What follows belongs to an exercise in optimizing a design on an open flow for a short achievable clock period and few clock cycles; a production flow would make more cautious choices.
Function was checked by simulation only, so behaviour that the tests miss may differ from the original.
Power is estimated from default activity; no workload was simulated.

Setup of run 1:
// rv32_core
module rv32_core (
    input  logic             clk,
    input  logic             rst,
    output logic [32-1:0] mem_addr,
    input  logic [32-1:0] mem_rd_data,
    output logic [32-1:0] mem_wr_data,
    output logic             mem_wr_ena,
    output logic [32-1:0] pc,
    output logic             instruction_done,
    output logic [31:0]      instructions_completed
);
    localparam int QDEPTH = 5;
    logic [32-1:0] maddr;      
    logic             m_cyc;      
    logic             m_st;       
    logic [32-1:0] wdata;
    logic [31:2]      fa;         
    logic [31:2]      fa1;        
    logic             fetch;      
    logic [31:0]      ir;                   
    logic             ir_v;
    logic [31:0]      ir_sel1, ir_sel2;     
    logic [31:0]      fq [QDEPTH];
    logic [QDEPTH:0]  fq_cnt;               
    logic             fq_empty;
    logic             load_head, pop, push;
    logic [31:0]      head_next;
    logic             adv;                  
    logic             dstall;
    logic             ir_dep;               
    logic             h_writes;
    logic             fp1, fp2;             
    logic [4:0]       nh_rs1, nh_rs2;
    logic             e_prod;
    logic             rst_q;
    logic [4:0]       d_rs1, d_rs2, d_rd;
    logic [32-1:0] d_imm;
    logic [9:0]       d_op;
    logic             d_alu, d_reg, d_ld, d_st, d_shift;
    logic             e_v;
    logic [32-1:0] e_a, e_b, e_sd;
    logic [4:0]       e_sh;       
    logic [4:0]       e_rd;
    logic [9:0]       e_op;
    logic             e_wr, e_ldw, e_ls, e_st;
    logic [32-1:0] alu_addr, alu_other;
    logic             alu_lt_s, alu_lt_u;
    logic             p_lt;
    logic [16:0]      alu_sum_lo, alu_diff_lo;
    logic [15:0]      alu_sum_hi0, alu_sum_hi1, alu_diff_hi0, alu_diff_hi1;
  ...
For scale: about 1,800 flip-flops, about 0.075 mm^2 of cells after synthesis.
Settings: LEC_CHECK=0, CAP_MARGIN=20, CORE_MARGIN=2, CORE_UTILIZATION=35, CTS_CLUSTER_DIAMETER=100, CTS_CLUSTER_SIZE=20, PLACE_DENSITY=0.5, SLEW_MARGIN=20; clock period 8.0 ns.
standard.sh (not shown) runs the stock make flow with config.mk's settings and CLKGATE_MAP_FILE= SYNTH_SCRIPT=/design/flow/synth_recipe.tcl, a recipe that flattens the netlist after the stock synthesis.
==> flow/flow/run.sh <==
#!/bin/bash
set -euo pipefail
R=orfs/results/${FLOW_PLATFORM}/rv32_core/base
bash standard.sh SETUP_SLACK_MARGIN=5.6 place > flow_make_place.log 2>&1
IN=$R/3_place.odb OUT=$R/3_place_moved.odb \
    openroad -no_splash -exit flow/move_out_flops.tcl > move_out_flops.log 2>&1
cp $R/3_place_moved.odb $R/3_place.odb
touch $R/3_place.odb
bash standard.sh SETUP_SLACK_MARGIN=5.6 finish > flow_make.log 2>&1
==> flow/flow/move_out_flops.tcl <==
# Moves each flip-flop that drives an output port's buffer, and nothing
# else, next to that buffer, then legalizes the placement.
# usage: IN=... OUT=... openroad -exit move_out_flops.tcl
read_db $::env(IN)
set block [ord::get_db_block]
set moved 0
foreach bterm [$block getBTerms] {
  if {[$bterm getIoType] != "OUTPUT"} { continue }
  set net [$bterm getNet]
  if {$net == "NULL"} { continue }
  set buf ""
  foreach it [$net getITerms] {
    if {[$it isOutputSignal]} { set buf [$it getInst] }
  }
  if {$buf == ""} { continue }
  set innet ""
  foreach it [$buf getITerms] {
    if {[$it isInputSignal] && [$it getNet] != "NULL" && [[$it getNet] getSigType] == "SIGNAL"} { set innet [$it getNet] }
  }
  if {$innet == ""} { continue }
  set ff ""
  set sinks 0
  foreach it [$innet getITerms] {
    if {[$it isOutputSignal]} { set ff [$it getInst] } else { incr sinks }
  }
  if {$ff == "" || $sinks != 1} { continue }
  if {![string match "*df*" [[$ff getMaster] getName]]} { continue }
  set loc [$buf getLocation]
  $ff setLocation [lindex $loc 0] [lindex $loc 1]
  incr moved
}
puts "moved $moved flip-flops"
detailed_placement
check_placement -verbose
write_db $::env(OUT)
Run 1: PASS, flow complete, no timing, DRC or antenna violations
Testbench counts of run 1, summed over its fixed seeds: cycles 46,175.
Input changes introduced in run 2 (baseline for comparison: run 1):
- putting SETUP_SLACK_MARGIN at 5 where nothing was set
==> flow/run.sh (new file) <==
#!/bin/bash
# synth_recipe.tcl (not shown) runs the flow's synth.tcl, then flattens the netlist and writes it again
# the make line also repeats each setting of config.mk as NAME=value (left out here)
make -C /OpenROAD-flow-scripts/flow DESIGN_CONFIG=/design/flow/config.mk WORK_HOME=/design/flow/orfs CLKGATE_MAP_FILE= SYNTH_SCRIPT=/design/flow/synth_recipe.tcl finish
removed: flow/flow/run.sh
removed: flow/flow/move_out_flops.tcl
removed: flow/standard.sh
[summary]
- Final standard cell area without fillers (higher): run 1
- Worst hold slack was higher in the run labelled run 1.
- Going from run 1 to run 2, combinational power went down 21%; gate count after technology mapping barely changed.
- Compared with run 1, run 2 supports a lower clock frequency.
- Reported for run 1 and run 2, area share of xor/xnor cells in the synthesized design turned out identical to the last digit.
- Summary of run 2 over run 1: wire length on met2 lost 5.5%, filler-free cell count of the finished design lost 259.
- Against run 1, wire length after detailed routing in run 2 came out better.
#### Input delta (run 3 over run 2)
- SETUP_SLACK_MARGIN no longer set, was 5
- CTS_CLUSTER_SIZE now 24, was 20
==> flow/flow/run.sh (new file) <==
#!/bin/bash
set -euo pipefail
R=orfs/results/${FLOW_PLATFORM}/rv32_core/base
bash standard.sh SETUP_SLACK_MARGIN=5.6 place > flow_make_place.log 2>&1
IN=$R/3_place.odb OUT=$R/3_place_moved.odb \
    openroad -no_splash -exit flow/move_out_flops.tcl > move_out_flops.log 2>&1
cp $R/3_place_moved.odb $R/3_place.odb
touch $R/3_place.odb
bash standard.sh SETUP_SLACK_MARGIN=5.6 finish > flow_make.log 2>&1
==> flow/flow/move_out_flops.tcl (new file) <==
# Moves each flip-flop that drives an output port's buffer, and nothing
# else, next to that buffer, then legalizes the placement.
# usage: IN=... OUT=... openroad -exit move_out_flops.tcl
read_db $::env(IN)
set block [ord::get_db_block]
set moved 0
foreach bterm [$block getBTerms] {
  if {[$bterm getIoType] != "OUTPUT"} { continue }
  set net [$bterm getNet]
  if {$net == "NULL"} { continue }
  set buf ""
  foreach it [$net getITerms] {
    if {[$it isOutputSignal]} { set buf [$it getInst] }
  }
  if {$buf == ""} { continue }
  set innet ""
  foreach it [$buf getITerms] {
    if {[$it isInputSignal] && [$it getNet] != "NULL" && [[$it getNet] getSigType] == "SIGNAL"} { set innet [$it getNet] }
  }
  if {$innet == ""} { continue }
  set ff ""
  set sinks 0
  foreach it [$innet getITerms] {
    if {[$it isOutputSignal]} { set ff [$it getInst] } else { incr sinks }
  }
  if {$ff == "" || $sinks != 1} { continue }
  if {![string match "*df*" [[$ff getMaster] getName]]} { continue }
  set loc [$buf getLocation]
  $ff setLocation [lindex $loc 0] [lindex $loc 1]
  incr moved
}
puts "moved $moved flip-flops"
detailed_placement
check_placement -verbose
write_db $::env(OUT)
==> flow/standard.sh (new file) <==
#!/bin/bash
# synth_recipe.tcl (not shown) runs the flow's synth.tcl, then flattens the netlist and writes it again
# the make line also repeats each setting of config.mk as NAME=value (left out here)
make -C /OpenROAD-flow-scripts/flow DESIGN_CONFIG=/design/flow/config.mk WORK_HOME=/design/flow/orfs CLKGATE_MAP_FILE= SYNTH_SCRIPT=/design/flow/synth_recipe.tcl "${@:-finish}"
removed: flow/run.sh
[summary]
- Cmp run 3 and run 2 / synthesis-to-finish area growth / higher: run 3
- Run 2 → run 3: routing usage on met3 climbed 0.95 points; final-stage net count went up about 3.7%; initial antenna violation count grew by 6; number of clock buffers inserted by TritonCTS has decreased.
- Of the two values seen for standard cell with the maximum stage delay on the critical path, sky130_fd_sc_hd__nor3_1 was produced by run 2 and sky130_fd_sc_hd__dfxtp_2 by run 3.
- Internal power of the cells on run 3 is up relative to run 2.
- Run 3 against run 2: share of power burned in the clock network lost 2.6 points; wire length picked up an extra about 5.4%; share of final-layout standard cells stronger than drive strength 1 picked up an extra 10 points; clock network contribution to total cell area lost 0.64 points.
- Of run 3 and run 2, the run reporting the higher switching share of power was run 3.

[re-timing with driven ports]
The results above use ideal ports. As a check the final layouts listed here were re-extracted and re-timed, cells and wires unchanged. Step 1, drivers: a clkbuf_16 drives clk and a buf_2 each remaining input, both assumed. Step 2 times the ports against the registers' clock, not the clock port: input delays grow and output delays shrink by t, the midpoint of the rising clock arrivals with the driver on. Slacks: ideal / step 1 / step 2; pairs: ideal / step 1.
run	t, ns	slack for setup (ns)	clock arrival spread, ns	worst register clock-pin slew, ns
run 1	0.877	5.147 / 5.063 / 4.791	0.073 / 0.073	0.10 / 0.10
run 2	0.879	4.699 / 4.699 / 4.233	0.058 / 0.057	0.10 / 0.10
run 3	0.857	5.164 / 5.072 / 4.702	0.054 / 0.054	0.11 / 0.11
After both steps every run listed still meets setup and hold. For run 2, which loses most, drivers alone change the setup slack by 0.000 ns; drivers and shift together by -0.466 ns.
